From an optimization exercise on the open Yosys and OpenROAD flow, aimed at small area, a short achievable clock period and few clock cycles per item; shortcuts taken in it are not production practice.
No functional check of the RTL was part of any run shown here.
Power and IR drop assume default switching activity.

### flow/design.v
package vector_floating_point_divide_unit_iterative_pkg;
  localparam logic [2:0] ZERO   = 3'd0;
  localparam logic [2:0] NORMAL = 3'd1;
  localparam logic [2:0] INF    = 3'd2;
  localparam logic [2:0] QNAN   = 3'd3;
  localparam logic [2:0] SNAN   = 3'd4;
  localparam int FF_NV = 4;
  localparam int FF_DZ = 3;
  localparam int FF_OF = 2;
  localparam int FF_UF = 1;
  localparam int FF_NX = 0;
  localparam logic [1:0] IDLE   = 2'd0;
  localparam logic [1:0] DIVIDE = 2'd1;
  localparam logic [1:0] ROUND  = 2'd2;
  localparam logic [1:0] DONE   = 2'd3;
  localparam logic [31:0] FP32_CANONICAL_NAN  = 32'h7FC00000;
  localparam int          FP32_BIAS           = 127;
  localparam int          FP32_DIV_ITERATIONS = 26;
  function automatic logic [2:0] fp32_classify(input logic [31:0] x);
    logic [2:0] c;
    if (x[30:23] == 8'h00)      c = ZERO;
    else if (x[30:23] == 8'hFF) c = (x[22:0] == 23'd0) ? INF :
                                    (x[22] ? QNAN : SNAN);
    else                        c = NORMAL;
    fp32_classify = c;
  endfunction
endpackage
module fp32_divide_lane (
  input  logic        clock,
  input  logic        load,
  input  logic        step,
  input  logic        fin1,
  input  logic        round,
  input  logic [30:0] op_a,
  input  logic [30:0] op_b,
  input  logic        sign_in,
  output logic [31:0] result,
  output logic [4:0]  flags
);
  localparam int NV = vector_floating_point_divide_unit_iterative_pkg::FF_NV;
  localparam int DZ = vector_floating_point_divide_unit_iterative_pkg::FF_DZ;
  localparam int OF = vector_floating_point_divide_unit_iterative_pkg::FF_OF;
  localparam int UF = vector_floating_point_divide_unit_iterative_pkg::FF_UF;
  localparam int NX = vector_floating_point_divide_unit_iterative_pkg::FF_NX;
  logic [26:0] s_q, c_q;   
  logic [22:0] d_q;        
  logic [25:0] q_q;        
  logic [22:0] rf_q;       
  logic        neg_q, nz_q;  
  logic [9:0]  e_q;        
  logic        h_q;        
  logic        s_sign_q;
  logic        sp_nan_q, sp_inf_q, sp_zero_q, sp_nv_q, sp_dz_q;
  logic        rs_q;
  logic [7:0]  re_q;
  logic a_zero, a_inf, a_nan, a_snan, b_zero, b_inf, b_nan, b_snan;
  logic a_ff, b_ff, a_fz, b_fz;
  assign a_ff   = &op_a[30:23];
  assign b_ff   = &op_b[30:23];
  assign a_fz   = ~|op_a[22:0];
  assign b_fz   = ~|op_b[22:0];
  assign a_zero = ~|op_a[30:23];
  assign b_zero = ~|op_b[30:23];
  assign a_inf  = a_ff & a_fz;
  assign b_inf  = b_ff & b_fz;
  assign a_nan  = a_ff & ~a_fz;
  assign b_nan  = b_ff & ~b_fz;
  assign a_snan = a_nan & ~op_a[22];
  assign b_snan = b_nan & ~op_b[22];
  logic p_nan, p_inf, p_zero, p_nv, p_dz, p_invalid;
  assign p_invalid = (a_zero & b_zero) | (a_inf & b_inf);
  assign p_nan  = a_nan | b_nan | p_invalid;
  assign p_nv   = a_snan | b_snan | p_invalid;
  assign p_inf  = ~p_nan & (a_inf | b_zero);
  assign p_dz   = ~p_nan & ~a_inf & b_zero;
  assign p_zero = ~p_nan & ~a_inf & ~b_zero & (a_zero | b_inf);
  logic [9:0] e_in;
  assign e_in = {2'b00, op_a[30:23]} - {2'b00, op_b[30:23]} + 10'd126;
  logic h_in;
  assign h_in = (op_a[22:20] <= op_b[22:20]);
  function automatic logic [3:0] sel_digit(input logic [2:0] dh, input logic [6:0] e);
    logic [3:0] r;
    case ({dh, e})
      10'd3: r = 4'b0100;
      10'd4: r = 4'b0100;
      10'd5: r = 4'b0100;
      10'd6: r = 4'b0100;
      10'd7: r = 4'b0100;
      10'd8: r = 4'b0100;
      10'd9: r = 4'b0100;
      10'd10: r = 4'b0100;
      10'd11: r = 4'b0100;
      10'd12: r = 4'b1000;
      10'd13: r = 4'b1000;
      10'd14: r = 4'b1000;
      10'd15: r = 4'b1000;
      10'd16: r = 4'b1000;
      10'd17: r = 4'b1000;
      10'd18: r = 4'b1000;
      10'd19: r = 4'b1000;
      10'd20: r = 4'b1000;
      10'd21: r = 4'b1000;
      10'd22: r = 4'b1000;
      10'd23: r = 4'b1000;
      10'd24: r = 4'b1000;
      10'd25: r = 4'b1000;
      10'd26: r = 4'b1000;
      10'd27: r = 4'b1000;
      10'd28: r = 4'b1000;
      10'd29: r = 4'b1000;
      10'd30: r = 4'b1000;
      10'd31: r = 4'b1000;
      10'd32: r = 4'b1000;
      10'd33: r = 4'b1000;
      10'd34: r = 4'b1000;
      10'd35: r = 4'b1000;
      10'd36: r = 4'b1000;
      10'd37: r = 4'b1000;
      10'd38: r = 4'b1000;
      10'd39: r = 4'b1000;
      10'd40: r = 4'b1000;
      10'd41: r = 4'b1000;
      10'd42: r = 4'b1000;
      10'd43: r = 4'b1000;
      10'd44: r = 4'b1000;
      10'd45: r = 4'b1000;
      10'd46: r = 4'b1000;
      10'd47: r = 4'b1000;
      10'd48: r = 4'b1000;
      10'd49: r = 4'b1000;
      10'd50: r = 4'b1000;
      10'd51: r = 4'b1000;
      10'd52: r = 4'b1000;
      10'd53: r = 4'b1000;
      10'd54: r = 4'b1000;
      10'd55: r = 4'b1000;
      10'd56: r = 4'b1000;
      10'd57: r = 4'b1000;
      10'd58: r = 4'b1000;
      10'd59: r = 4'b1000;
      10'd60: r = 4'b1000;
      10'd61: r = 4'b1000;
      10'd62: r = 4'b1000;
      10'd63: r = 4'b1000;
      10'd64: r = 4'b0001;
      10'd65: r = 4'b0001;
      10'd66: r = 4'b0001;
      10'd67: r = 4'b0001;
      10'd68: r = 4'b0001;
      10'd69: r = 4'b0001;
      10'd70: r = 4'b0001;
      10'd71: r = 4'b0001;
      10'd72: r = 4'b0001;
      10'd73: r = 4'b0001;
      10'd74: r = 4'b0001;
      10'd75: r = 4'b0001;
      10'd76: r = 4'b0001;
      10'd77: r = 4'b0001;
      10'd78: r = 4'b0001;
      10'd79: r = 4'b0001;
      10'd80: r = 4'b0001;
      10'd81: r = 4'b0001;
      10'd82: r = 4'b0001;
      10'd83: r = 4'b0001;
      10'd84: r = 4'b0001;
      10'd85: r = 4'b0001;
      10'd86: r = 4'b0001;
      10'd87: r = 4'b0001;
      10'd88: r = 4'b0001;
      10'd89: r = 4'b0001;
      10'd90: r = 4'b0001;
      10'd91: r = 4'b0001;
      10'd92: r = 4'b0001;
      10'd93: r = 4'b0001;
      10'd94: r = 4'b0001;
      10'd95: r = 4'b0001;
      10'd96: r = 4'b0001;
      10'd97: r = 4'b0001;
      10'd98: r = 4'b0001;
      10'd99: r = 4'b0001;
      10'd100: r = 4'b0001;
      10'd101: r = 4'b0001;
      10'd102: r = 4'b0001;
      10'd103: r = 4'b0001;
      10'd104: r = 4'b0001;
      10'd105: r = 4'b0001;
      10'd106: r = 4'b0001;
      10'd107: r = 4'b0001;
      10'd108: r = 4'b0001;
      10'd109: r = 4'b0001;
      10'd110: r = 4'b0001;
      10'd111: r = 4'b0001;
      10'd112: r = 4'b0001;
      10'd113: r = 4'b0001;
      10'd114: r = 4'b0001;
      10'd115: r = 4'b0010;
      10'd116: r = 4'b0010;
      10'd117: r = 4'b0010;
      10'd118: r = 4'b0010;
      10'd119: r = 4'b0010;
      10'd120: r = 4'b0010;
      10'd121: r = 4'b0010;
      10'd122: r = 4'b0010;
      10'd132: r = 4'b0100;
      10'd133: r = 4'b0100;
      10'd134: r = 4'b0100;
      10'd135: r = 4'b0100;
      10'd136: r = 4'b0100;
      10'd137: r = 4'b0100;
      10'd138: r = 4'b0100;
      10'd139: r = 4'b0100;
      10'd140: r = 4'b0100;
      10'd141: r = 4'b0100;
      10'd142: r = 4'b1000;
      10'd143: r = 4'b1000;
      10'd144: r = 4'b1000;
      10'd145: r = 4'b1000;
      10'd146: r = 4'b1000;
      10'd147: r = 4'b1000;
      10'd148: r = 4'b1000;
      10'd149: r = 4'b1000;
      10'd150: r = 4'b1000;
      10'd151: r = 4'b1000;
      10'd152: r = 4'b1000;
      10'd153: r = 4'b1000;
      10'd154: r = 4'b1000;
      10'd155: r = 4'b1000;
      10'd156: r = 4'b1000;
      10'd157: r = 4'b1000;
      10'd158: r = 4'b1000;
      10'd159: r = 4'b1000;
      10'd160: r = 4'b1000;
      10'd161: r = 4'b1000;
      10'd162: r = 4'b1000;
      10'd163: r = 4'b1000;
      10'd164: r = 4'b1000;
      10'd165: r = 4'b1000;
      10'd166: r = 4'b1000;
      10'd167: r = 4'b1000;
      10'd168: r = 4'b1000;
      10'd169: r = 4'b1000;
      10'd170: r = 4'b1000;
      10'd171: r = 4'b1000;
      10'd172: r = 4'b1000;
      10'd173: r = 4'b1000;
      10'd174: r = 4'b1000;
      10'd175: r = 4'b1000;
      10'd176: r = 4'b1000;
      10'd177: r = 4'b1000;
      10'd178: r = 4'b1000;
      10'd179: r = 4'b1000;
      10'd180: r = 4'b1000;
      10'd181: r = 4'b1000;
      10'd182: r = 4'b1000;
      10'd183: r = 4'b1000;
      10'd184: r = 4'b1000;
      10'd185: r = 4'b1000;
      10'd186: r = 4'b1000;
      10'd187: r = 4'b1000;
      10'd188: r = 4'b1000;
      10'd189: r = 4'b1000;
      10'd190: r = 4'b1000;
      10'd191: r = 4'b1000;
      10'd192: r = 4'b0001;
      10'd193: r = 4'b0001;
      10'd194: r = 4'b0001;
      10'd195: r = 4'b0001;
      10'd196: r = 4'b0001;
      10'd197: r = 4'b0001;
      10'd198: r = 4'b0001;
      10'd199: r = 4'b0001;
      10'd200: r = 4'b0001;
      10'd201: r = 4'b0001;
      10'd202: r = 4'b0001;
      10'd203: r = 4'b0001;
      10'd204: r = 4'b0001;
      10'd205: r = 4'b0001;
      10'd206: r = 4'b0001;
      10'd207: r = 4'b0001;
      10'd208: r = 4'b0001;
      10'd209: r = 4'b0001;
      10'd210: r = 4'b0001;
      10'd211: r = 4'b0001;
      10'd212: r = 4'b0001;
      10'd213: r = 4'b0001;
      10'd214: r = 4'b0001;
      10'd215: r = 4'b0001;
      10'd216: r = 4'b0001;
      10'd217: r = 4'b0001;
      10'd218: r = 4'b0001;
      10'd219: r = 4'b0001;
      10'd220: r = 4'b0001;
      10'd221: r = 4'b0001;
      10'd222: r = 4'b0001;
      10'd223: r = 4'b0001;
      10'd224: r = 4'b0001;
      10'd225: r = 4'b0001;
      10'd226: r = 4'b0001;
      10'd227: r = 4'b0001;
      10'd228: r = 4'b0001;
      10'd229: r = 4'b0001;
      10'd230: r = 4'b0001;
      10'd231: r = 4'b0001;
      10'd232: r = 4'b0001;
      10'd233: r = 4'b0001;
      10'd234: r = 4'b0001;
      10'd235: r = 4'b0001;
      10'd236: r = 4'b0001;
      10'd237: r = 4'b0001;
      10'd238: r = 4'b0001;
      10'd239: r = 4'b0001;
      10'd240: r = 4'b0001;
      10'd241: r = 4'b0010;
      10'd242: r = 4'b0010;
      10'd243: r = 4'b0010;
      10'd244: r = 4'b0010;
      10'd245: r = 4'b0010;
      10'd246: r = 4'b0010;
      10'd247: r = 4'b0010;
      10'd248: r = 4'b0010;
      10'd249: r = 4'b0010;
      10'd260: r = 4'b0100;
      10'd261: r = 4'b0100;
      10'd262: r = 4'b0100;
      10'd263: r = 4'b0100;
      10'd264: r = 4'b0100;
      10'd265: r = 4'b0100;
      10'd266: r = 4'b0100;
      10'd267: r = 4'b0100;
      10'd268: r = 4'b0100;
      10'd269: r = 4'b0100;
      10'd270: r = 4'b0100;
      10'd271: r = 4'b1000;
      10'd272: r = 4'b1000;
      10'd273: r = 4'b1000;
      10'd274: r = 4'b1000;
      10'd275: r = 4'b1000;
      10'd276: r = 4'b1000;
      10'd277: r = 4'b1000;
      10'd278: r = 4'b1000;
      10'd279: r = 4'b1000;
      10'd280: r = 4'b1000;
      10'd281: r = 4'b1000;
      10'd282: r = 4'b1000;
      10'd283: r = 4'b1000;
      10'd284: r = 4'b1000;
      10'd285: r = 4'b1000;
      10'd286: r = 4'b1000;
      10'd287: r = 4'b1000;
      10'd288: r = 4'b1000;
      10'd289: r = 4'b1000;
      10'd290: r = 4'b1000;
      10'd291: r = 4'b1000;
      10'd292: r = 4'b1000;
      10'd293: r = 4'b1000;
      10'd294: r = 4'b1000;
      10'd295: r = 4'b1000;
      10'd296: r = 4'b1000;
      10'd297: r = 4'b1000;
      10'd298: r = 4'b1000;
      10'd299: r = 4'b1000;
      10'd300: r = 4'b1000;
      10'd301: r = 4'b1000;
      10'd302: r = 4'b1000;
      10'd303: r = 4'b1000;
      10'd304: r = 4'b1000;
      10'd305: r = 4'b1000;
      10'd306: r = 4'b1000;
      10'd307: r = 4'b1000;
      10'd308: r = 4'b1000;
      10'd309: r = 4'b1000;
      10'd310: r = 4'b1000;
      10'd311: r = 4'b1000;
      10'd312: r = 4'b1000;
      10'd313: r = 4'b1000;
      10'd314: r = 4'b1000;
      10'd315: r = 4'b1000;
      10'd316: r = 4'b1000;
      10'd317: r = 4'b1000;
      10'd318: r = 4'b1000;
      10'd319: r = 4'b1000;
      10'd320: r = 4'b0001;
      10'd321: r = 4'b0001;
      10'd322: r = 4'b0001;
      10'd323: r = 4'b0001;
      10'd324: r = 4'b0001;
      10'd325: r = 4'b0001;
      10'd326: r = 4'b0001;
      10'd327: r = 4'b0001;
      10'd328: r = 4'b0001;
      10'd329: r = 4'b0001;
      10'd330: r = 4'b0001;
      10'd331: r = 4'b0001;
      10'd332: r = 4'b0001;
      10'd333: r = 4'b0001;
      10'd334: r = 4'b0001;
      10'd335: r = 4'b0001;
      10'd336: r = 4'b0001;
      10'd337: r = 4'b0001;
      10'd338: r = 4'b0001;
      10'd339: r = 4'b0001;
      10'd340: r = 4'b0001;
      10'd341: r = 4'b0001;
      10'd342: r = 4'b0001;
      10'd343: r = 4'b0001;
      10'd344: r = 4'b0001;
      10'd345: r = 4'b0001;
      10'd346: r = 4'b0001;
      10'd347: r = 4'b0001;
      10'd348: r = 4'b0001;
      10'd349: r = 4'b0001;
      10'd350: r = 4'b0001;
      10'd351: r = 4'b0001;
      10'd352: r = 4'b0001;
      10'd353: r = 4'b0001;
      10'd354: r = 4'b0001;
      10'd355: r = 4'b0001;
      10'd356: r = 4'b0001;
      10'd357: r = 4'b0001;
      10'd358: r = 4'b0001;
      10'd359: r = 4'b0001;
      10'd360: r = 4'b0001;
      10'd361: r = 4'b0001;
      10'd362: r = 4'b0001;
      10'd363: r = 4'b0001;
      10'd364: r = 4'b0001;
      10'd365: r = 4'b0001;
      10'd366: r = 4'b0001;
      10'd367: r = 4'b0001;
      10'd368: r = 4'b0010;
      10'd369: r = 4'b0010;
      10'd370: r = 4'b0010;
      10'd371: r = 4'b0010;
      10'd372: r = 4'b0010;
      10'd373: r = 4'b0010;
      10'd374: r = 4'b0010;
      10'd375: r = 4'b0010;
      10'd376: r = 4'b0010;
      10'd377: r = 4'b0010;
      10'd388: r = 4'b0100;
      10'd389: r = 4'b0100;
      10'd390: r = 4'b0100;
      10'd391: r = 4'b0100;
      10'd392: r = 4'b0100;
      10'd393: r = 4'b0100;
      10'd394: r = 4'b0100;
      10'd395: r = 4'b0100;
      10'd396: r = 4'b0100;
      10'd397: r = 4'b0100;
      10'd398: r = 4'b0100;
      10'd399: r = 4'b0100;
      10'd400: r = 4'b1000;
      10'd401: r = 4'b1000;
      10'd402: r = 4'b1000;
      10'd403: r = 4'b1000;
      10'd404: r = 4'b1000;
      10'd405: r = 4'b1000;
      10'd406: r = 4'b1000;
      10'd407: r = 4'b1000;
      10'd408: r = 4'b1000;
      10'd409: r = 4'b1000;
      10'd410: r = 4'b1000;
      10'd411: r = 4'b1000;
      10'd412: r = 4'b1000;
      10'd413: r = 4'b1000;
      10'd414: r = 4'b1000;
      10'd415: r = 4'b1000;
      10'd416: r = 4'b1000;
      10'd417: r = 4'b1000;
      10'd418: r = 4'b1000;
      10'd419: r = 4'b1000;
      10'd420: r = 4'b1000;
      10'd421: r = 4'b1000;
      10'd422: r = 4'b1000;
      10'd423: r = 4'b1000;
      10'd424: r = 4'b1000;
      10'd425: r = 4'b1000;
      10'd426: r = 4'b1000;
      10'd427: r = 4'b1000;
      10'd428: r = 4'b1000;
      10'd429: r = 4'b1000;
      10'd430: r = 4'b1000;
      10'd431: r = 4'b1000;
      10'd432: r = 4'b1000;
      10'd433: r = 4'b1000;
      10'd434: r = 4'b1000;
      10'd435: r = 4'b1000;
      10'd436: r = 4'b1000;
      10'd437: r = 4'b1000;
      10'd438: r = 4'b1000;
      10'd439: r = 4'b1000;
      10'd440: r = 4'b1000;
      10'd441: r = 4'b1000;
      10'd442: r = 4'b1000;
      10'd443: r = 4'b1000;
      10'd444: r = 4'b1000;
      10'd445: r = 4'b1000;
      10'd446: r = 4'b1000;
      10'd447: r = 4'b1000;
      10'd448: r = 4'b0001;
      10'd449: r = 4'b0001;
      10'd450: r = 4'b0001;
      10'd451: r = 4'b0001;
      10'd452: r = 4'b0001;
      10'd453: r = 4'b0001;
      10'd454: r = 4'b0001;
      10'd455: r = 4'b0001;
      10'd456: r = 4'b0001;
      10'd457: r = 4'b0001;
      10'd458: r = 4'b0001;
      10'd459: r = 4'b0001;
      10'd460: r = 4'b0001;
      10'd461: r = 4'b0001;
      10'd462: r = 4'b0001;
      10'd463: r = 4'b0001;
      10'd464: r = 4'b0001;
      10'd465: r = 4'b0001;
      10'd466: r = 4'b0001;
      10'd467: r = 4'b0001;
      10'd468: r = 4'b0001;
      10'd469: r = 4'b0001;
      10'd470: r = 4'b0001;
      10'd471: r = 4'b0001;
      10'd472: r = 4'b0001;
      10'd473: r = 4'b0001;
      10'd474: r = 4'b0001;
      10'd475: r = 4'b0001;
      10'd476: r = 4'b0001;
      10'd477: r = 4'b0001;
      10'd478: r = 4'b0001;
      10'd479: r = 4'b0001;
      10'd480: r = 4'b0001;
      10'd481: r = 4'b0001;
      10'd482: r = 4'b0001;
      10'd483: r = 4'b0001;
      10'd484: r = 4'b0001;
      10'd485: r = 4'b0001;
      10'd486: r = 4'b0001;
      10'd487: r = 4'b0001;
      10'd488: r = 4'b0001;
      10'd489: r = 4'b0001;
      10'd490: r = 4'b0001;
      10'd491: r = 4'b0001;
      10'd492: r = 4'b0001;
      10'd493: r = 4'b0001;
      10'd494: r = 4'b0010;
      10'd495: r = 4'b0010;
      10'd496: r = 4'b0010;
      10'd497: r = 4'b0010;
      10'd498: r = 4'b0010;
      10'd499: r = 4'b0010;
      10'd500: r = 4'b0010;
      10'd501: r = 4'b0010;
      10'd502: r = 4'b0010;
      10'd503: r = 4'b0010;
      10'd504: r = 4'b0010;
      10'd517: r = 4'b0100;
      10'd518: r = 4'b0100;
      10'd519: r = 4'b0100;
      10'd520: r = 4'b0100;
      10'd521: r = 4'b0100;
      10'd522: r = 4'b0100;
      10'd523: r = 4'b0100;
      10'd524: r = 4'b0100;
      10'd525: r = 4'b0100;
      10'd526: r = 4'b0100;
      10'd527: r = 4'b0100;
      10'd528: r = 4'b0100;
      10'd529: r = 4'b0100;
      10'd530: r = 4'b1000;
      10'd531: r = 4'b1000;
      10'd532: r = 4'b1000;
      10'd533: r = 4'b1000;
      10'd534: r = 4'b1000;
      10'd535: r = 4'b1000;
      10'd536: r = 4'b1000;
      10'd537: r = 4'b1000;
      10'd538: r = 4'b1000;
      10'd539: r = 4'b1000;
      10'd540: r = 4'b1000;
      10'd541: r = 4'b1000;
      10'd542: r = 4'b1000;
      10'd543: r = 4'b1000;
      10'd544: r = 4'b1000;
      10'd545: r = 4'b1000;
      10'd546: r = 4'b1000;
      10'd547: r = 4'b1000;
      10'd548: r = 4'b1000;
      10'd549: r = 4'b1000;
      10'd550: r = 4'b1000;
      10'd551: r = 4'b1000;
      10'd552: r = 4'b1000;
      10'd553: r = 4'b1000;
      10'd554: r = 4'b1000;
      10'd555: r = 4'b1000;
      10'd556: r = 4'b1000;
      10'd557: r = 4'b1000;
      10'd558: r = 4'b1000;
      10'd559: r = 4'b1000;
      10'd560: r = 4'b1000;
      10'd561: r = 4'b1000;
      10'd562: r = 4'b1000;
      10'd563: r = 4'b1000;
      10'd564: r = 4'b1000;
      10'd565: r = 4'b1000;
      10'd566: r = 4'b1000;
      10'd567: r = 4'b1000;
      10'd568: r = 4'b1000;
      10'd569: r = 4'b1000;
      10'd570: r = 4'b1000;
      10'd571: r = 4'b1000;
      10'd572: r = 4'b1000;
      10'd573: r = 4'b1000;
      10'd574: r = 4'b1000;
      10'd575: r = 4'b1000;
      10'd576: r = 4'b0001;
      10'd577: r = 4'b0001;
      10'd578: r = 4'b0001;
      10'd579: r = 4'b0001;
      10'd580: r = 4'b0001;
      10'd581: r = 4'b0001;
      10'd582: r = 4'b0001;
      10'd583: r = 4'b0001;
      10'd584: r = 4'b0001;
      10'd585: r = 4'b0001;
      10'd586: r = 4'b0001;
      10'd587: r = 4'b0001;
      10'd588: r = 4'b0001;
      10'd589: r = 4'b0001;
      10'd590: r = 4'b0001;
      10'd591: r = 4'b0001;
      10'd592: r = 4'b0001;
      10'd593: r = 4'b0001;
      10'd594: r = 4'b0001;
      10'd595: r = 4'b0001;
      10'd596: r = 4'b0001;
      10'd597: r = 4'b0001;
      10'd598: r = 4'b0001;
      10'd599: r = 4'b0001;
      10'd600: r = 4'b0001;
      10'd601: r = 4'b0001;
      10'd602: r = 4'b0001;
      10'd603: r = 4'b0001;
      10'd604: r = 4'b0001;
      10'd605: r = 4'b0001;
      10'd606: r = 4'b0001;
      10'd607: r = 4'b0001;
      10'd608: r = 4'b0001;
      10'd609: r = 4'b0001;
      10'd610: r = 4'b0001;
      10'd611: r = 4'b0001;
      10'd612: r = 4'b0001;
      10'd613: r = 4'b0001;
      10'd614: r = 4'b0001;
      10'd615: r = 4'b0001;
      10'd616: r = 4'b0001;
      10'd617: r = 4'b0001;
      10'd618: r = 4'b0001;
      10'd619: r = 4'b0001;
      10'd620: r = 4'b0010;
      10'd621: r = 4'b0010;
      10'd622: r = 4'b0010;
      10'd623: r = 4'b0010;
      10'd624: r = 4'b0010;
      10'd625: r = 4'b0010;
      10'd626: r = 4'b0010;
      10'd627: r = 4'b0010;
      10'd628: r = 4'b0010;
      10'd629: r = 4'b0010;
      10'd630: r = 4'b0010;
      10'd631: r = 4'b0010;
      10'd645: r = 4'b0100;
      10'd646: r = 4'b0100;
      10'd647: r = 4'b0100;
      10'd648: r = 4'b0100;
      10'd649: r = 4'b0100;
      10'd650: r = 4'b0100;
      10'd651: r = 4'b0100;
      10'd652: r = 4'b0100;
      10'd653: r = 4'b0100;
      10'd654: r = 4'b0100;
      10'd655: r = 4'b0100;
      10'd656: r = 4'b0100;
      10'd657: r = 4'b0100;
      10'd658: r = 4'b0100;
      10'd659: r = 4'b1000;
      10'd660: r = 4'b1000;
      10'd661: r = 4'b1000;
      10'd662: r = 4'b1000;
      10'd663: r = 4'b1000;
      10'd664: r = 4'b1000;
      10'd665: r = 4'b1000;
      10'd666: r = 4'b1000;
      10'd667: r = 4'b1000;
      10'd668: r = 4'b1000;
      10'd669: r = 4'b1000;
      10'd670: r = 4'b1000;
      10'd671: r = 4'b1000;
      10'd672: r = 4'b1000;
      10'd673: r = 4'b1000;
      10'd674: r = 4'b1000;
      10'd675: r = 4'b1000;
      10'd676: r = 4'b1000;
      10'd677: r = 4'b1000;
      10'd678: r = 4'b1000;
      10'd679: r = 4'b1000;
      10'd680: r = 4'b1000;
      10'd681: r = 4'b1000;
      10'd682: r = 4'b1000;
      10'd683: r = 4'b1000;
      10'd684: r = 4'b1000;
      10'd685: r = 4'b1000;
      10'd686: r = 4'b1000;
      10'd687: r = 4'b1000;
      10'd688: r = 4'b1000;
      10'd689: r = 4'b1000;
      10'd690: r = 4'b1000;
      10'd691: r = 4'b1000;
      10'd692: r = 4'b1000;
      10'd693: r = 4'b1000;
      10'd694: r = 4'b1000;
      10'd695: r = 4'b1000;
      10'd696: r = 4'b1000;
      10'd697: r = 4'b1000;
      10'd698: r = 4'b1000;
      10'd699: r = 4'b1000;
      10'd700: r = 4'b1000;
      10'd701: r = 4'b1000;
      10'd702: r = 4'b1000;
      10'd703: r = 4'b1000;
      10'd704: r = 4'b0001;
      10'd705: r = 4'b0001;
      10'd706: r = 4'b0001;
      10'd707: r = 4'b0001;
      10'd708: r = 4'b0001;
      10'd709: r = 4'b0001;
      10'd710: r = 4'b0001;
      10'd711: r = 4'b0001;
      10'd712: r = 4'b0001;
      10'd713: r = 4'b0001;
      10'd714: r = 4'b0001;
      10'd715: r = 4'b0001;
      10'd716: r = 4'b0001;
      10'd717: r = 4'b0001;
      10'd718: r = 4'b0001;
      10'd719: r = 4'b0001;
      10'd720: r = 4'b0001;
      10'd721: r = 4'b0001;
      10'd722: r = 4'b0001;
      10'd723: r = 4'b0001;
      10'd724: r = 4'b0001;
      10'd725: r = 4'b0001;
      10'd726: r = 4'b0001;
      10'd727: r = 4'b0001;
      10'd728: r = 4'b0001;
      10'd729: r = 4'b0001;
      10'd730: r = 4'b0001;
      10'd731: r = 4'b0001;
      10'd732: r = 4'b0001;
      10'd733: r = 4'b0001;
      10'd734: r = 4'b0001;
      10'd735: r = 4'b0001;
      10'd736: r = 4'b0001;
      10'd737: r = 4'b0001;
      10'd738: r = 4'b0001;
      10'd739: r = 4'b0001;
      10'd740: r = 4'b0001;
      10'd741: r = 4'b0001;
      10'd742: r = 4'b0001;
      10'd743: r = 4'b0001;
      10'd744: r = 4'b0001;
      10'd745: r = 4'b0001;
      10'd746: r = 4'b0001;
      10'd747: r = 4'b0010;
      10'd748: r = 4'b0010;
      10'd749: r = 4'b0010;
      10'd750: r = 4'b0010;
      10'd751: r = 4'b0010;
      10'd752: r = 4'b0010;
      10'd753: r = 4'b0010;
      10'd754: r = 4'b0010;
      10'd755: r = 4'b0010;
      10'd756: r = 4'b0010;
      10'd757: r = 4'b0010;
      10'd758: r = 4'b0010;
      10'd759: r = 4'b0010;
      10'd773: r = 4'b0100;
      10'd774: r = 4'b0100;
      10'd775: r = 4'b0100;
      10'd776: r = 4'b0100;
      10'd777: r = 4'b0100;
      10'd778: r = 4'b0100;
      10'd779: r = 4'b0100;
      10'd780: r = 4'b0100;
      10'd781: r = 4'b0100;
      10'd782: r = 4'b0100;
      10'd783: r = 4'b0100;
      10'd784: r = 4'b0100;
      10'd785: r = 4'b0100;
      10'd786: r = 4'b0100;
      10'd787: r = 4'b0100;
      10'd788: r = 4'b1000;
      10'd789: r = 4'b1000;
      10'd790: r = 4'b1000;
      10'd791: r = 4'b1000;
      10'd792: r = 4'b1000;
      10'd793: r = 4'b1000;
      10'd794: r = 4'b1000;
      10'd795: r = 4'b1000;
      10'd796: r = 4'b1000;
      10'd797: r = 4'b1000;
      10'd798: r = 4'b1000;
      10'd799: r = 4'b1000;
      10'd800: r = 4'b1000;
      10'd801: r = 4'b1000;
      10'd802: r = 4'b1000;
      10'd803: r = 4'b1000;
      10'd804: r = 4'b1000;
      10'd805: r = 4'b1000;
      10'd806: r = 4'b1000;
      10'd807: r = 4'b1000;
      10'd808: r = 4'b1000;
      10'd809: r = 4'b1000;
      10'd810: r = 4'b1000;
      10'd811: r = 4'b1000;
      10'd812: r = 4'b1000;
      10'd813: r = 4'b1000;
      10'd814: r = 4'b1000;
      10'd815: r = 4'b1000;
      10'd816: r = 4'b1000;
      10'd817: r = 4'b1000;
      10'd818: r = 4'b1000;
      10'd819: r = 4'b1000;
      10'd820: r = 4'b1000;
      10'd821: r = 4'b1000;
      10'd822: r = 4'b1000;
      10'd823: r = 4'b1000;
      10'd824: r = 4'b1000;
      10'd825: r = 4'b1000;
      10'd826: r = 4'b1000;
      10'd827: r = 4'b1000;
      10'd828: r = 4'b1000;
      10'd829: r = 4'b1000;
      10'd830: r = 4'b1000;
      10'd831: r = 4'b1000;
      10'd832: r = 4'b0001;
      10'd833: r = 4'b0001;
      10'd834: r = 4'b0001;
      10'd835: r = 4'b0001;
      10'd836: r = 4'b0001;
      10'd837: r = 4'b0001;
      10'd838: r = 4'b0001;
      10'd839: r = 4'b0001;
      10'd840: r = 4'b0001;
      10'd841: r = 4'b0001;
      10'd842: r = 4'b0001;
      10'd843: r = 4'b0001;
      10'd844: r = 4'b0001;
      10'd845: r = 4'b0001;
      10'd846: r = 4'b0001;
      10'd847: r = 4'b0001;
      10'd848: r = 4'b0001;
      10'd849: r = 4'b0001;
      10'd850: r = 4'b0001;
      10'd851: r = 4'b0001;
      10'd852: r = 4'b0001;
      10'd853: r = 4'b0001;
      10'd854: r = 4'b0001;
      10'd855: r = 4'b0001;
      10'd856: r = 4'b0001;
      10'd857: r = 4'b0001;
      10'd858: r = 4'b0001;
      10'd859: r = 4'b0001;
      10'd860: r = 4'b0001;
      10'd861: r = 4'b0001;
      10'd862: r = 4'b0001;
      10'd863: r = 4'b0001;
      10'd864: r = 4'b0001;
      10'd865: r = 4'b0001;
      10'd866: r = 4'b0001;
      10'd867: r = 4'b0001;
      10'd868: r = 4'b0001;
      10'd869: r = 4'b0001;
      10'd870: r = 4'b0001;
      10'd871: r = 4'b0001;
      10'd872: r = 4'b0001;
      10'd873: r = 4'b0010;
      10'd874: r = 4'b0010;
      10'd875: r = 4'b0010;
      10'd876: r = 4'b0010;
      10'd877: r = 4'b0010;
      10'd878: r = 4'b0010;
      10'd879: r = 4'b0010;
      10'd880: r = 4'b0010;
      10'd881: r = 4'b0010;
      10'd882: r = 4'b0010;
      10'd883: r = 4'b0010;
      10'd884: r = 4'b0010;
      10'd885: r = 4'b0010;
      10'd886: r = 4'b0010;
      10'd902: r = 4'b0100;
      10'd903: r = 4'b0100;
      10'd904: r = 4'b0100;
      10'd905: r = 4'b0100;
      10'd906: r = 4'b0100;
      10'd907: r = 4'b0100;
      10'd908: r = 4'b0100;
      10'd909: r = 4'b0100;
      10'd910: r = 4'b0100;
      10'd911: r = 4'b0100;
      10'd912: r = 4'b0100;
      10'd913: r = 4'b0100;
      10'd914: r = 4'b0100;
      10'd915: r = 4'b0100;
      10'd916: r = 4'b0100;
      10'd917: r = 4'b0100;
      10'd918: r = 4'b1000;
      10'd919: r = 4'b1000;
      10'd920: r = 4'b1000;
      10'd921: r = 4'b1000;
      10'd922: r = 4'b1000;
      10'd923: r = 4'b1000;
      10'd924: r = 4'b1000;
      10'd925: r = 4'b1000;
      10'd926: r = 4'b1000;
      10'd927: r = 4'b1000;
      10'd928: r = 4'b1000;
      10'd929: r = 4'b1000;
      10'd930: r = 4'b1000;
      10'd931: r = 4'b1000;
      10'd932: r = 4'b1000;
      10'd933: r = 4'b1000;
      10'd934: r = 4'b1000;
      10'd935: r = 4'b1000;
      10'd936: r = 4'b1000;
      10'd937: r = 4'b1000;
      10'd938: r = 4'b1000;
      10'd939: r = 4'b1000;
      10'd940: r = 4'b1000;
      10'd941: r = 4'b1000;
      10'd942: r = 4'b1000;
      10'd943: r = 4'b1000;
      10'd944: r = 4'b1000;
      10'd945: r = 4'b1000;
      10'd946: r = 4'b1000;
      10'd947: r = 4'b1000;
      10'd948: r = 4'b1000;
      10'd949: r = 4'b1000;
      10'd950: r = 4'b1000;
      10'd951: r = 4'b1000;
      10'd952: r = 4'b1000;
      10'd953: r = 4'b1000;
      10'd954: r = 4'b1000;
      10'd955: r = 4'b1000;
      10'd956: r = 4'b1000;
      10'd957: r = 4'b1000;
      10'd958: r = 4'b1000;
      10'd959: r = 4'b1000;
      10'd960: r = 4'b0001;
      10'd961: r = 4'b0001;
      10'd962: r = 4'b0001;
      10'd963: r = 4'b0001;
      10'd964: r = 4'b0001;
      10'd965: r = 4'b0001;
      10'd966: r = 4'b0001;
      10'd967: r = 4'b0001;
      10'd968: r = 4'b0001;
      10'd969: r = 4'b0001;
      10'd970: r = 4'b0001;
      10'd971: r = 4'b0001;
      10'd972: r = 4'b0001;
      10'd973: r = 4'b0001;
      10'd974: r = 4'b0001;
      10'd975: r = 4'b0001;
      10'd976: r = 4'b0001;
      10'd977: r = 4'b0001;
      10'd978: r = 4'b0001;
      10'd979: r = 4'b0001;
      10'd980: r = 4'b0001;
      10'd981: r = 4'b0001;
      10'd982: r = 4'b0001;
      10'd983: r = 4'b0001;
      10'd984: r = 4'b0001;
      10'd985: r = 4'b0001;
      10'd986: r = 4'b0001;
      10'd987: r = 4'b0001;
      10'd988: r = 4'b0001;
      10'd989: r = 4'b0001;
      10'd990: r = 4'b0001;
      10'd991: r = 4'b0001;
      10'd992: r = 4'b0001;
      10'd993: r = 4'b0001;
      10'd994: r = 4'b0001;
      10'd995: r = 4'b0001;
      10'd996: r = 4'b0001;
      10'd997: r = 4'b0001;
      10'd998: r = 4'b0001;
      10'd999: r = 4'b0010;
      10'd1000: r = 4'b0010;
      10'd1001: r = 4'b0010;
      10'd1002: r = 4'b0010;
      10'd1003: r = 4'b0010;
      10'd1004: r = 4'b0010;
      10'd1005: r = 4'b0010;
      10'd1006: r = 4'b0010;
      10'd1007: r = 4'b0010;
      10'd1008: r = 4'b0010;
      10'd1009: r = 4'b0010;
      10'd1010: r = 4'b0010;
      10'd1011: r = 4'b0010;
      10'd1012: r = 4'b0010;
      10'd1013: r = 4'b0010;
      default: r = 4'b0000;
    endcase
    sel_digit = r;
  endfunction
  logic [3:0] dg_q;        
  logic [2:0] dgs_q;       
  logic qpos, qneg, qone, qtwo;
  assign qpos = dg_q[3] | dg_q[2];
  assign qneg = dg_q[1] | dg_q[0];
  assign qone = dg_q[2] | dg_q[1];
  assign qtwo = dg_q[3] | dg_q[0];
  logic [26:0] mag, addend;
  assign mag    = ({27{qone}} & {3'b000, 1'b1, d_q}) | ({27{qtwo}} & {2'b00, 1'b1, d_q, 1'b0});
  assign addend = qpos ? ~mag : mag;
  logic [26:0] sum, cy;
  assign sum = s_q ^ c_q ^ addend;
  assign cy  = (s_q & c_q) | (s_q & addend) | (c_q & addend);
  logic [26:0] mag_t, addend_t;
  logic [24:17] sum_t, cy_t;
  assign mag_t    = ({27{dgs_q[1]}} & {3'b000, 1'b1, d_q}) | ({27{dgs_q[0]}} & {2'b00, 1'b1, d_q, 1'b0});
  assign addend_t = dgs_q[2] ? ~mag_t : mag_t;
  assign sum_t    = s_q[24:17] ^ c_q[24:17] ^ addend_t[24:17];
  assign cy_t     = (s_q[24:17] & c_q[24:17]) | (s_q[24:17] & addend_t[24:17]) | (c_q[24:17] & addend_t[24:17]);
  logic [6:0] est_n, est_ld;
  logic [3:0] dg_n, dg_ld;
  assign est_n  = sum_t[24:18] + cy_t[23:17];
  assign dg_n   = sel_digit(d_q[22:20], est_n);
  assign est_ld = h_in ? {2'b00, 1'b1, op_a[22:19]} : {3'b000, 1'b1, op_a[22:20]};
  assign dg_ld  = sel_digit(op_b[22:20], est_ld);
  logic [25:0] q_dec;
  logic [1:0]  dig;
  assign q_dec = q_q - 26'd1;
  assign dig   = {qtwo | (qone & qneg), qone};
  logic        neg, nz, neg_c, nz_c;
  logic [26:0] wsum;
  assign wsum  = s_q + c_q;
  assign neg_c = wsum[26];
  assign nz_c  = ((s_q ^ c_q) != {(s_q[25:0] | c_q[25:0]), 1'b0});
  assign neg   = fin1 ? neg_c : neg_q;
  assign nz    = fin1 ? nz_c  : nz_q;
  logic        lead1, norm, r, xb, lsb, up, inexact;
  logic [22:0] frac, fr, fr_inc;
  logic        c_inc, c;
  logic [9:0]  e0, e_inc, e_fin;
  logic        ovf, unf, ovf0, unf0, ovf1, unf1;
  logic [31:0] rnd_res;
  logic [4:0]  rnd_flags;
  always_comb begin
    lead1   = q_q[25];
    norm    = ~h_q | lead1;
    frac    = lead1 ? q_q[24:2] : q_q[23:1];
    r       = lead1 ? q_q[1]    : q_q[0];
    xb      = lead1 & q_q[0];
    lsb     = frac[0];
    up      = r & (xb | (~neg & (lsb | nz)));
    inexact = r | xb | nz;
    {c_inc, fr_inc} = {1'b0, frac} + 24'd1;
    fr      = up ? fr_inc : frac;
    c       = up & c_inc;
    e0      = e_q + {9'd0, norm};
    e_inc   = e0 + 10'd1;
    ovf0    = ($signed(e0) >= 10'sd255);
    unf0    = ($signed(e0) <= 10'sd0);
    ovf1    = ($signed(e_inc) >= 10'sd255);
    unf1    = ($signed(e_inc) <= 10'sd0);
    e_fin   = c ? e_inc : e0;
    ovf     = c ? ovf1 : ovf0;
    unf     = c ? unf1 : unf0;
    rnd_flags = '0;
    if (sp_nan_q) begin
      rnd_res       = 32'h7FC00000;
      rnd_flags[NV] = sp_nv_q;
    end else if (sp_inf_q) begin
      rnd_res       = {s_sign_q, 8'hFF, 23'd0};
      rnd_flags[DZ] = sp_dz_q;
    end else if (sp_zero_q) begin
      rnd_res       = {s_sign_q, 31'd0};
    end else if (ovf) begin
      rnd_res       = {s_sign_q, 8'hFF, 23'd0};
      rnd_flags[OF] = 1'b1;
      rnd_flags[NX] = 1'b1;
    end else if (unf) begin
      rnd_res       = {s_sign_q, 31'd0};
      rnd_flags[UF] = 1'b1;
      rnd_flags[NX] = 1'b1;
    end else begin
      rnd_res       = {s_sign_q, e_fin[7:0], fr};
      rnd_flags[NX] = inexact;
    end
  end
  assign flags = rnd_flags;
  always_ff @(posedge clock) begin
    if (load) begin
      s_q   <= h_in ? {2'b00, 1'b1, op_a[22:0], 1'b0} : {3'b000, 1'b1, op_a[22:0]};
      c_q   <= '0;
      dg_q  <= dg_ld;
      dgs_q <= {dg_ld[3] | dg_ld[2], dg_ld[2] | dg_ld[1], dg_ld[3] | dg_ld[0]};
    end else begin
      s_q   <= {sum[24:0], 2'b00};
      c_q   <= {cy[23:0], qpos, 2'b00};
      dg_q  <= dg_n;
      dgs_q <= {dg_n[3] | dg_n[2], dg_n[2] | dg_n[1], dg_n[3] | dg_n[0]};
    end
  end
  always_ff @(posedge clock) begin
    if (load) begin
      d_q       <= op_b[22:0];
      e_q       <= e_in;
      h_q       <= h_in;
      s_sign_q  <= sign_in;
      sp_nan_q  <= p_nan;
      sp_inf_q  <= p_inf;
      sp_zero_q <= p_zero;
      sp_nv_q   <= p_nv;
      sp_dz_q   <= p_dz;
    end
    if (step) q_q <= qneg ? {q_dec[23:0], dig} : {q_q[23:0], dig};
    if (fin1) begin
      neg_q <= neg_c;
      nz_q  <= nz_c;
    end
    if (round) begin
      rf_q <= rnd_res[22:0];
      re_q <= rnd_res[30:23];
      rs_q <= rnd_res[31];
    end
  end
  assign result = {rs_q, re_q, rf_q};
endmodule
module vector_floating_point_divide_unit_iterative #(
  parameter int VLEN = 128,
  parameter int SEW  = 32
) (
  input  logic            clock,
  input  logic            reset,
  input  logic            flush,
  input  logic            in_valid,
  output logic            in_ready,
  input  logic            reverse,
  input  logic [VLEN-1:0] vs2,
  input  logic [VLEN-1:0] vs1,
  output logic            out_valid,
  input  logic            out_ready,
  output logic [VLEN-1:0] vd,
  output logic [4:0]      fflags
);
  localparam int NUM_LANES = VLEN / SEW;
  localparam int STEPS     = 13;
  if (SEW != 32) begin : g_sew_chk
    $error("vector divider supports SEW=32 only");
  end
  if (VLEN % 32 != 0) begin : g_vlen_chk
    $error("VLEN must be a multiple of 32");
  end
  logic       idle_q;
  logic       it_q;
  logic       fin_q;
  logic       fin1_q;     
  logic [3:0] cnt_q;
  logic       ov_q;
  logic       ready, accept, last, round_now, it_d, fin_d;
  assign ready     = idle_q | (fin_q & ~ov_q);
  assign in_ready  = ready;
  assign out_valid = ov_q;
  assign accept    = ready & in_valid & ~flush;
  assign last      = (cnt_q == 4'(STEPS - 1));
  assign round_now = fin_q & (~ov_q | out_ready);
  assign it_d      = accept | (it_q & ~last);
  assign fin_d     = (it_q & last) | (fin_q & ~round_now);
  always_ff @(posedge clock or posedge reset) begin
    if (reset) begin
      idle_q <= 1'b0;
      it_q   <= 1'b0;
      fin_q  <= 1'b0;
      fin1_q <= 1'b0;
      cnt_q  <= '0;
      ov_q   <= 1'b0;
    end else if (flush) begin
      idle_q <= 1'b1;
      it_q   <= 1'b0;
      fin_q  <= 1'b0;
      fin1_q <= 1'b0;
      cnt_q  <= '0;
      ov_q   <= 1'b0;
    end else begin
      it_q   <= it_d;
      fin_q  <= fin_d;
      fin1_q <= it_q & last;
      idle_q <= ~it_d & ~fin_d;
      if (it_q) cnt_q <= last ? 4'd0 : cnt_q + 4'd1;
      if (round_now)      ov_q <= 1'b1;
      else if (out_ready) ov_q <= 1'b0;
    end
  end
  logic [NUM_LANES-1:0][31:0] lane_res;
  logic [NUM_LANES-1:0][4:0]  lane_flags;
  logic [4:0]                 flags_or;
  for (genvar i = 0; i < NUM_LANES; i++) begin : g_lane
    logic [30:0] op_a, op_b;
    assign op_a = reverse ? vs1[32*i +: 31] : vs2[32*i +: 31];
    assign op_b = reverse ? vs2[32*i +: 31] : vs1[32*i +: 31];
    assign vd[32*i +: 32] = lane_res[i];
    fp32_divide_lane u_lane (
      .clock    (clock),
      .load     (ready),
      .step     (it_q),
      .fin1     (fin1_q),
      .round    (round_now),
      .op_a     (op_a),
      .op_b     (op_b),
      .sign_in  (vs1[32*i+31] ^ vs2[32*i+31]),
      .result   (lane_res[i]),
      .flags    (lane_flags[i])
    );
  end
  always_comb begin
    flags_or = '0;
    for (int i = 0; i < NUM_LANES; i++) flags_or = flags_or | lane_flags[i];
  end
  always_ff @(posedge clock) begin
    if (round_now) fflags <= flags_or;
  end
endmodule
### flow/flow/run.sh
#!/bin/bash
set -o pipefail
cp standard.sh standard_sh.txt
export BUFFER_PORTS_ARGS="-buffer_cell sky130_fd_sc_hd__buf_1"
bash standard.sh > standard.log 2>&1
### flow/standard.sh
#!/bin/bash
# synth_recipe.tcl (not shown) runs the flow's synth.tcl, then flattens the netlist and writes it again
# the make line also repeats each setting of config.mk as NAME=value (left out here)
make -C /OpenROAD-flow-scripts/flow DESIGN_CONFIG=/design/flow/config.mk WORK_HOME=/design/flow/orfs CLKGATE_MAP_FILE= SYNTH_SCRIPT=/design/flow/synth_recipe.tcl "${@:-finish}"
### flow/config.mk
export PLATFORM = sky130hd
export DESIGN_NAME = vector_floating_point_divide_unit_iterative
export DESIGN_NICKNAME = vector_floating_point_divide_unit_iterative
export VERILOG_FILES = /design/flow/design.v
export SDC_FILE = /design/flow/constraint.sdc
export NUM_CORES = 4
export LEC_CHECK = 0
export CAP_MARGIN = 20
export CORE_MARGIN = 2
export CORE_UTILIZATION = 40
export SETUP_SLACK_MARGIN = 1.5
export SLEW_MARGIN = 20
### flow/constraint.sdc
create_clock -name core_clock -period 5.5 [get_ports {clock}]
set_input_delay 1.1000 -clock core_clock [delete_from_list [all_inputs] [get_ports {clock}]]
set_output_delay 1.1000 -clock core_clock [all_outputs]
set_load 0.01 [all_outputs]
==> results of run 1 <==
[cells in the mapped netlist (28+ instances only)]
library cell and count:
nor2b_1 36, or3_1 28, or2_2 29, nand3_1 109, inv_1 401, mux2i_1 267
nand2_1 283, edfxtp_1 397, and3_1 35, nor2_1 503, nand2b_1 45, dfxtp_1 244
and2_1 43, nor3_1 104, nor4_1 73, buf_1 29, xnor2_1 350, ha_1 305
fa_1 120, a21o_1 37, buf_2 31, a21oi_1 298, xor2_1 237, mux2_2 116
o21ai_0 144, clkbuf_1 201, a22oi_1 117, nand4_1 120, a211oi_1 47
[per-layer routing]
layer | routed length, um | up-vias
met5 | 0 | -
met4 | 2929 | 0
met3 | 7866 | 169
met2 | 64290 | 1128
met1 | 64600 | 18431
li1 | - | 18625
[per-stage QoR]
stage,setup WS [ns],power [uW],utilization,area (sq um)
floorplan,0.9010,19880,-,48350
global placement,0.9137,23680,0.4281,51220
detailed placement,0.9051,23770,0.4281,51220
CTS,1.427,29720,0.4536,54280
global route,1.430,33560,0.4626,55350
finish,1.604,30930,0.4626,55350
[logic make-up after synthesis]
family	synth area share
AND/OR/NAND/NOR	0.1574
adder cells (fa/ha/maj)	0.1293
AO/OA/AOI/OAI	0.1152
flip-flops	0.3541
XOR/XNOR	0.1069
multiplexers	0.08297
buffers and inverters	0.05404
[power breakdown]
part	total, uW	internal, uW	switching, uW
Combinational	18100	7480	10700
Clock	5580	3330	2250
Sequential	7210	6280	937
Total	30900	17100	13900
[cell type report]
| class | count | area, sq um | area share |
|---|---|---|---|
| multi-input cells | 3787 | 29540 | 0.5337 |
| flip-flops and latches | 650 | 17050 | 0.3080 |
| repair buffers | 510 | 2460 | 0.04444 |
| clock buffers | 102 | 2251 | 0.04067 |
| well taps | 1612 | 2017 | 0.03644 |
| inverters | 404 | 1526 | 0.02758 |
| clock inverters | 47 | 490.5 | 0.008862 |
| diodes | 6 | 15.01 | 0.0002713 |
[worst paths after layout]
check / startpoint / endpoint / slack (ns) / cells after the start
min: reset / cnt_q[0] / 0.37 / 2
max: g_lane[2].u_lane.s_q[23] / g_lane[2].u_lane.rf_q[20] / 1.60 / 13
min in group core_clock: g_lane[1].u_lane.neg_q / g_lane[1].u_lane.neg_q / 0.49 / 2
min reg2reg: g_lane[1].u_lane.neg_q / g_lane[1].u_lane.neg_q / 0.49 / 2
max reg2reg: g_lane[2].u_lane.s_q[23] / g_lane[2].u_lane.rf_q[20] / 1.60 / 13
max in group asynchronous: reset / it_q / 4.85 / 2
[flip-flops by register name, indices dropped and copies added (netlist names), 16 cells and up]
register	count
g_lane.u_lane.q_q	104
g_lane.u_lane.re_q	32
g_lane.u_lane.s_q	108
g_lane.u_lane.dg_q	16
g_lane.u_lane.c_q	100
g_lane.u_lane.d_q	92
g_lane.u_lane.e_q	40
g_lane.u_lane.rf_q	92
[repair_timing]
action,CTS,global route
pin swaps,8,28
gates cloned,1,3
endpoints found under the setup margin,126,128
buffers inserted,15,33
gates resized for setup,41,153
hold endpoints to repair,0,0
==> impl_metrics.py, run 1 <==
metrics = {
    "routing": {
        "post-route-drc-count": 0,
        "drt_iter0_drc": 2887,
        "via_per_inst": 5.388,
        "drt-total-wl_um": 139700,
        "via_count": 38353,
        "routedWlPerCell_um": 19.62,
        "ant_nets": 0,
        "dr.pass1.iters": 5,
    },
    "logic_synthesis": {
        "synth_top_area_cell": "edfxtp_1",
        "mappedNetlistNets": 5793,
        "syn-mean-instance-area_sq_um": 9.419,
        "synthArstFlopShare": 0.01385,
        "yosys.area.top_type_share": 0.2479,
        "synth_edf_count": 397,
        "postSynthCellCount": 5106,
        "ys_seq_elements": 650,
        "synthFlopType": "edfxtp_1",
        "ys_top_cells_by_area": "edfxtp_1, dfxtp_1, ha_1",
        "netlist_area_sq_um": 48090,
        "ys_seq_area_frac": 0.3541,
        "ys_warn_count": 2,
        "ys_types": 102,
    },
    "timing": {
        "slew_headroom": 0.3521,
        "max_freq_ghz": 0.2567,
        "tightest_slew_ns": 0.9718,
        "setup_viol": 0,
        "fin_setup_tns_ns": 0,
        "finClkSkew_ns": 0.02430,
        "timing.final.crit_share": 0.7083,
        "hold-worst-slack_ns": 0.3701,
        "hold_viol_final": 0,
        "slew_viol_final": 0,
        "final.min_clock_period_ns": 3.896,
        "rsz0062_at_grt": "yes",
    },
    "clocking": {
        "htreeDepth": 3,
        "cts_inserted_buffers": 81,
        "cts_num_sinks": 650,
        "cts.path.max_buffers": 3,
        "path_clk_slew_ns": 0.06,
        "clk_latency_ns": 0.67,
        "postCtsHoldBufs": 0,
        "cts_tree": "built",
        "root_buffer": "clkbuf_16",
    },
    "pwr": {
        "leakage_uw": 0.02150,
        "power_density_nw_per_um2": 558.9,
        "peakVddDrop_mv": 0.5105,
    },
    "worst_setup_path": {
        "cp-start-kind": "flip-flop",
        "worst-path-buf-inv": 2,
        "crit_arrival_ns": 4.30,
        "crit_path_frequent_cell": "nand4_1",
        "path_max_fanout": 18,
        "crit_slowest_cell": "or4b_2",
        "worst_path_dominant_cell_family": "simple AND/OR/NAND/NOR gates",
        "required_ns": 5.91,
        "crit_path_max_incr_delay_ns": 0.69,
        "crit_chain": "inv_2, ha_4, nand4_1, nor4_4, nand4_1, or2_1, a211o_4, o21ai_4, buf_6, nand3_1, or4b_2, xnor2_1, nor2_1",
        "worstSetupEndpointType": "flip-flop",
        "crit_type": "flip-flop to flip-flop",
    },
    "global_route": {
        "grt_use_total": 0.2202,
        "grt_antenna_before_repair": 6,
        "grt_max_degree": 132,
        "overflow": 0,
        "use_met2": 0.3579,
        "grt_pass1_wl_um": 213000,
        "grt_pass1_vias": 37149,
        "grtUsageMet3": 0.02729,
        "gr-max-usage-layer": "met2",
        "use_met1": 0.3092,
    },
    "cells_and_area": {
        "final_nets": 6121,
        "final_cell_mix": "nor2_1, edfxtp_1, inv_1, buf_1, xnor2_1",
        "final-instance-count-excl-fill": 7118,
        "area_growth_pct": 15.08,
        "drive_gt1_frac": 0.1047,
        "layout_commonest_cell": "nor2_1",
        "nFillCells": 11502,
    },
    "place": {
        "port_buffers": 396,
        "dp.cells": 6911,
        "hpwl_um": 106500,
        "gp_congestion": 0.9013,
    },
    "outcome": {
        "status": "finished clean",
    },
    "job": {
        "max_cap_violations": 0,
    },
    "floorplanning": {
        "die_y_um": 350.7,
        "ios": 397,
        "dieArea_sq_um": 123000,
        "start_util": 0.4019,
        "die_w_um": 350.7,
        "core-area_sq_um": 119700,
        "rows": 127,
    },
    "hold_path": {
        "hold_class": "primary input to asynchronous set/reset pin",
    },
}
==> run 2: changes to the inputs <==
--- a/flow/config.mk
+++ b/flow/config.mk
@@ -9,4 +9,4 @@
 export CORE_MARGIN = 2
 export CORE_UTILIZATION = 40
-export SETUP_SLACK_MARGIN = 1.5
+export SETUP_SLACK_MARGIN = 2.5
 export SLEW_MARGIN = 20
==> impl_metrics.py, run 2 <==
metrics = {
    "pwr": {
        "seqPwrFrac": 0.190,
        "pwr-share-clk": 0.145,
        "p_sw_uw": 17160,
        "peakVddDrop_mv": 0.6495,
        "switching_share": 0.4426,
        "leakage_uw": 0.02459,
        "pwr-share-comb": 0.665,
        "intPower_uw": 21610,
        "p_total_uw": 38780,
        "power_density_nw_per_um2": 600.9,
    },
    "clocking": {
        "path_clk_slew_ns": 0.06,
        "postCtsHoldBufs": 0,
        "cts_tree": "built",
        "htreeDepth": 3,
        "clk_latency_ns": 0.68,
        "cts_inserted_buffers": 83,
        "cts_num_sinks": 650,
        "root_buffer": "clkbuf_16",
        "cts.path.max_buffers": 3,
    },
    "global_route": {
        "grt_max_degree": 105,
        "grt_pass1_vias": 39927,
        "grt_antenna_before_repair": 17,
        "grt_pass1_wl_um": 234400,
        "overflow": 0,
        "grt_use_total": 0.2457,
    },
    "timing": {
        "fin_setup_tns_ns": 0,
        "finClkSkew_ns": 0.03438,
        "hold-worst-slack_ns": 0.3788,
        "slew_viol_final": 0,
        "setup_viol": 0,
        "hold_viol_final": 0,
        "max_freq_ghz": 0.2629,
        "timing.final.crit_share": 0.6916,
        "setup_ws_ns": 1.696,
        "final.min_clock_period_ns": 3.804,
        "slew_headroom": 0.2511,
        "rsz0062_at_grt": "yes",
        "tightest_slew_ns": 1.108,
    },
    "place": {
        "gp_congestion": 0.8992,
        "placedInstanceArea_sq_um": 51840,
        "hpwl_um": 105500,
        "place_ws_ns": 0.6338,
        "port_buffers": 396,
    },
    "job": {
        "max_cap_violations": 0,
    },
    "logic_synthesis": {
        "yosys.area.top_type_share": 0.2479,
        "ys_top_cells_by_area": "edfxtp_1, dfxtp_1, ha_1",
        "postSynthCellCount": 5106,
        "synthFlopType": "edfxtp_1",
        "ys_seq_area_frac": 0.3541,
        "yosysMostFrequentCell": "nor2_1",
        "netlist_area_sq_um": 48090,
        "syn-mean-instance-area_sq_um": 9.419,
        "mappedNetlistNets": 5793,
        "synth_edf_count": 397,
        "ys_types": 102,
        "ys_seq_elements": 650,
        "ys_warn_count": 2,
        "synthArstFlopShare": 0.01385,
        "synthTopCellsByCount": "nor2_1, inv_1, edfxtp_1, xnor2_1, ha_1",
        "synth_top_area_cell": "edfxtp_1",
    },
    "cells_and_area": {
        "antenna_cells": 0,
        "reg_top3": "g_lane.u_lane.s_q: 108 flops, g_lane.u_lane.q_q: 104 flops, g_lane.u_lane.c_q: 100 flops",
        "largest_reg_flops": 108,
        "fin_area_sq_um": 64530,
        "final_cell_mix": "nor2_1, edfxtp_1, buf_1, buf_4, xnor2_1",
        "final_nets": 6486,
        "seq_area_sq_um": 17140,
        "multi_input_area_sq_um": 34440,
        "area_growth_pct": 34.18,
        "drive_gt1_frac": 0.2947,
        "layout_commonest_cell": "nor2_1",
        "nFillCells": 10324,
        "largest-register": "g_lane.u_lane.s_q",
    },
    "worst_setup_path": {
        "crit_type": "flip-flop to flip-flop",
        "reg2reg_slack_ns": 1.70,
        "crit_arrival_ns": 4.29,
        "path_max_fanout": 7,
        "cp-start-kind": "flip-flop",
        "worstSetupEndpointType": "flip-flop",
        "required_ns": 5.99,
    },
    "floorplanning": {
        "start_util": 0.4019,
        "rows": 127,
        "die_y_um": 350.7,
        "core-area_sq_um": 119700,
        "die_w_um": 350.7,
        "dieArea_sq_um": 123000,
        "ios": 397,
    },
    "hold_path": {
        "hold_class": "primary input to asynchronous set/reset pin",
    },
    "routing": {
        "post-route-drc-count": 0,
        "via_per_inst": 5.513,
        "routedWlPerCell_um": 21.05,
        "drt_iter0_drc": 2973,
        "via_count": 41228,
        "drt-total-wl_um": 157400,
        "ant_nets": 0,
        "dr.pass1.iters": 8,
    },
    "outcome": {
        "status": "finished clean",
    },
}
## run 2: cell counts after synthesis
No cell type changed its count.
## run 2: through the flow
step | util | cells
after detailed placement | 0.4332 | 6899
final | 0.5393 | 7479
after global routing | 0.5393 | 7479
after CTS | 0.5124 | 7352
after floorplan | - | 5106
after global placement | 0.4332 | 6899
## run 2: timing repair
action	in CTS	in global routing
cloned	30	10
pin swaps	234	247
buffers inserted	270	117
resized for setup	820	477
setup endpoints to repair	309	283
## run 2: cell families after synthesis
kind of cell / share of synthesized area
AO/OA/AOI/OAI: 0.1152
XOR/XNOR: 0.1069
adder cells (fa/ha/maj): 0.1293
buffers and inverters: 0.05404
flip-flops: 0.3541
multiplexers: 0.08297
AND/OR/NAND/NOR: 0.1574
## run 2: power by group through the flow
stage                     logic, uW  clock network [uW]  registers (uW)
after global placement        16800                   0            7290
final                         25800                5640            7350
after floorplan               13600                   0            6810
after detailed placement      16900                   0            7300
after CTS                     23000                5780            7290
after global routing          28000                5930            7470
## run 2: worst paths after layout
kind | to | depth (start not counted) | from
worst min register to register | g_lane[3].u_lane.neg_q | 2 | g_lane[3].u_lane.neg_q
worst max register to register | g_lane[2].u_lane.rf_q[21] | 13 | g_lane[2].u_lane.c_q[23]
max in group asynchronous | it_q | 2 | reset
worst min-delay path | ov_q | 2 | reset
worst max-delay path | g_lane[2].u_lane.rf_q[21] | 13 | g_lane[2].u_lane.c_q[23]
min in group core_clock | g_lane[3].u_lane.neg_q | 2 | g_lane[3].u_lane.neg_q
## run 2: cell type report
cell class	count	share of cell area
multi-input combinational	3788	0.5337
sequential	650	0.2655
timing repair buffer	870	0.1014
clock buffer	116	0.03618
tap	1612	0.03126
inverter	404	0.02484
clock inverter	37	0.006825
timing repair inverter	2	0.0002715
## run 2: layer usage
layer | global-route usage | share of wire
met1 | 0.3280 | 0.43
met2 | 0.3952 | 0.47
met3 | 0.04701 | 0.070
met4 | 0.09083 | 0.035
met5 | 0 | 0.00096
## run 2: worst max-delay path: stages, from the launching register on
cell and delay [ns]:
dfxtp_2 0.33, inv_2 0.07, ha_4 0.28, nand4_1 0.19, nor4_4 0.35, nand4_1 0.16
or2_1 0.27, a211o_4 0.40, o31ai_4 0.30, nor3b_4 0.24, or2_1 0.17, or3b_4 0.51
buf_12 0.18, a221oi_2 0.17
==> run 3: changes to the inputs <==
--- a/flow/config.mk
+++ b/flow/config.mk
@@ -9,4 +9,4 @@
 export CORE_MARGIN = 2
 export CORE_UTILIZATION = 40
-export SETUP_SLACK_MARGIN = 2.5
+export SETUP_SLACK_MARGIN = 2.0
 export SLEW_MARGIN = 20
==> impl_metrics.py, run 3 <==
metrics = {
    "logic_synthesis": {
        "synthFlopType": "edfxtp_1",
        "ys_types": 102,
        "ys_seq_elements": 650,
        "yosysMostFrequentCell": "nor2_1",
        "synth_top_area_cell": "edfxtp_1",
        "synthArstFlopShare": 0.01385,
        "syn-mean-instance-area_sq_um": 9.419,
        "synthTopCellsByCount": "nor2_1, inv_1, edfxtp_1, xnor2_1, ha_1",
        "mappedNetlistNets": 5793,
        "netlist_area_sq_um": 48090,
        "postSynthCellCount": 5106,
        "ys_warn_count": 2,
        "ys_seq_area_frac": 0.3541,
        "synth_edf_count": 397,
        "yosys.area.top_type_share": 0.2479,
        "ys_top_cells_by_area": "edfxtp_1, dfxtp_1, ha_1",
    },
    "pwr": {
        "leakage_uw": 0.02280,
        "power_density_nw_per_um2": 620.0,
        "p_total_uw": 36920,
        "peakVddDrop_mv": 0.5932,
    },
    "cells_and_area": {
        "seq_area_sq_um": 17110,
        "final_util": 0.4976,
        "final_cell_mix": "nor2_1, edfxtp_1, buf_1, inv_1, xnor2_1",
        "layout_commonest_cell": "nor2_1",
        "nFillCells": 10959,
        "multi_input_area_sq_um": 32030,
        "drive_gt1_frac": 0.2058,
        "final_nets": 6285,
        "largest-register": "g_lane.u_lane.s_q",
        "largest_reg_flops": 108,
        "area_growth_pct": 23.80,
        "reg_top3": "g_lane.u_lane.s_q: 108 flops, g_lane.u_lane.q_q: 104 flops, g_lane.u_lane.c_q: 100 flops",
    },
    "floorplanning": {
        "die_y_um": 350.7,
        "dieArea_sq_um": 123000,
        "rows": 127,
        "ios": 397,
        "die_w_um": 350.7,
        "start_util": 0.4019,
        "core-area_sq_um": 119700,
    },
    "routing": {
        "drt-total-wl_um": 145900,
        "ant_nets": 0,
        "routedWlPerCell_um": 20.03,
        "via_count": 39545,
        "via_per_inst": 5.431,
        "post-route-drc-count": 0,
        "dr.pass1.iters": 6,
        "drt_iter0_drc": 2804,
    },
    "timing": {
        "tightest_slew_ns": 1.020,
        "slew_viol_final": 0,
        "slew_headroom": 0.3140,
        "setup_viol": 0,
        "final.min_clock_period_ns": 3.878,
        "hold-worst-slack_ns": 0.3837,
        "fin_setup_tns_ns": 0,
        "timing.final.crit_share": 0.7050,
        "max_freq_ghz": 0.2579,
        "hold_viol_final": 0,
        "rsz0062_at_grt": "yes",
        "finClkSkew_ns": 0.03010,
    },
    "clocking": {
        "clk_latency_ns": 0.68,
        "cts_inserted_buffers": 80,
        "cts.path.max_buffers": 3,
        "cts_num_sinks": 650,
        "path_clk_slew_ns": 0.06,
        "root_buffer": "clkbuf_16",
        "postCtsHoldBufs": 0,
        "cts_tree": "built",
        "htreeDepth": 3,
    },
    "worst_setup_path": {
        "reg2reg_to": "fflags[0]",
        "required_ns": 5.89,
        "crit_path_start": "g_lane[2].u_lane.s_q[19]",
        "path_max_fanout": 3,
        "r2r_start": "g_lane[2].u_lane.s_q[19]",
        "reg2reg_slack_ns": 1.62,
        "worstSetupEndpointType": "flip-flop",
        "crit_arrival_ns": 4.27,
        "crit_path_end": "fflags[0]",
        "crit_type": "flip-flop to flip-flop",
        "reg2reg_depth": 14,
        "cp-start-kind": "flip-flop",
    },
    "place": {
        "port_buffers": 396,
        "gp_congestion": 0.8877,
        "hpwl_um": 106300,
    },
    "global_route": {
        "grt_pass1_vias": 37891,
        "grt_pass1_wl_um": 218100,
        "grt_max_degree": 146,
        "overflow": 0,
        "grt_use_total": 0.2263,
        "grt_antenna_before_repair": 12,
    },
    "outcome": {
        "status": "finished clean",
    },
    "job": {
        "max_cap_violations": 0,
    },
    "hold_path": {
        "hold_class": "primary input to asynchronous set/reset pin",
    },
}
==> run 3: cell counts after synthesis <==
No cell type changed its count.
==> run 3: power by group <==
group	total, uW	switching [uW]	internal, uW
combinational	24100	13200	10900
clock	5480	2310	3180
sequential	7350	1040	6310
==> run 3: what timing repair did <==
item | CTS | global route
setup endpoints to repair | 230 | 198
pin swaps | 116 | 127
gates resized for setup | 380 | 300
gates cloned | 8 | 8
setup buffers | 117 | 97
==> run 3: kinds of logic (layout without fill, tap and decap cells) <==
logic type,Yosys count,after routing,share of synthesized area
AOI/OAI and AO/OA,865,865,0.1152
muxes,384,384,0.08297
buffers and inverters,673,1226,0.05404
DFF,650,650,0.3541
xor gates and xnor gates,587,588,0.1069
adders and majority gates,425,425,0.1293
and+or+nand+nor,1522,1527,0.1574
other,0,4,0
==> run 3: how the worst min path moves through the flow <==
stage / to / cells past startpoint
after floorplan: g_lane[1].u_lane.neg_q / 2
after global placement: g_lane[3].u_lane.neg_q / 2
after detailed placement: g_lane[1].u_lane.neg_q / 2
after CTS: cnt_q[2] / 2
after global routing: ov_q / 2
final: cnt_q[2] / 2
==> run 3: critical path: stages, from the launching register on <==
cell	delay, ns
dfxtp_2	0.36
inv_4	0.05
ha_4	0.26
nand4_1	0.20
nor4_4	0.36
nand4_1	0.17
or2_1	0.25
a211o_4	0.39
o21ai_2	0.14
buf_6	0.12
nand3_4	0.09
mux2i_4	0.24
buf_6	0.14
a222oi_1	0.37
or4b_1	0.46
==> run 3: cell type report <==
class,count,area share
repair buffers,673,0.06842
clock inverters,53,0.009351
well taps,1612,0.03388
flip-flops and latches,650,0.2873
diodes,4,0.0001681
inverters,404,0.02648
multi-input cells,3789,0.5380
clock buffers,96,0.03638
==> run 3: per-layer routing <==
layer | share of wire | GRT usage | up-vias | wire length (um)
met5 | 0.00041 | 0 | - | 60
met4 | 0.025 | 0.05903 | 10 | 3673
met3 | 0.067 | 0.04056 | 187 | 9811
met2 | 0.46 | 0.3650 | 1127 | 67080
met1 | 0.45 | 0.3124 | 19254 | 65230
li1 | - | - | 18967 | -
==> run 3: through the flow <==
| step | worst slack, ns | cell area (sq um) | std cells |
|---|---|---|---|
| 2_1_floorplan | 1.645 | 49430 | 5106 |
| 3_3_place_gp | 0.7982 | 51750 | 6898 |
| 3_5_place_dp | 0.7968 | 51750 | 6898 |
| 4_1_cts | 1.695 | 57210 | 7172 |
| 5_1_grt | 1.495 | 59530 | 7278 |
| 6_report | 1.622 | 59540 | 7281 |

==> port drivers added, routing unchanged <==
How much do the figures lean on ideal ports? The routed layouts below were timed once more, with nothing changed but the port constraints.
Step 1 sets driving cells, clkbuf_16 on the clock port and buf_2 on the other inputs (assumed; they add their load-dependent delay and slew).
Step 2 moves the port delays by t, midway between the first and last clock arrival at a register: inputs arrive t later, outputs are due t later. That takes back most of the time a late clock gives input paths.
Slacks: ideal / step 1 / step 2; pairs: ideal / step 1.
run	shift t [ns]	setup slack, ns	worst hold slack (ns)	worst setup path after step 2	latest minus earliest clock arrival (ns)
run 1	0.727	1.604 / 1.604 / 0.984	0.370 / 0.317 / 0.489	input to register	0.025 / 0.024
run 2	0.728	1.696 / 1.696 / 1.302	0.379 / 0.330 / 0.488	input to register	0.045 / 0.045
run 3	0.738	1.622 / 1.622 / 1.164	0.384 / 0.329 / 0.480	input to register	0.034 / 0.033
After both steps setup and hold are still met in every run listed. The setup slack of run 1, which loses most, moves by 0.000 ns with the drivers and by -0.620 ns with both steps.
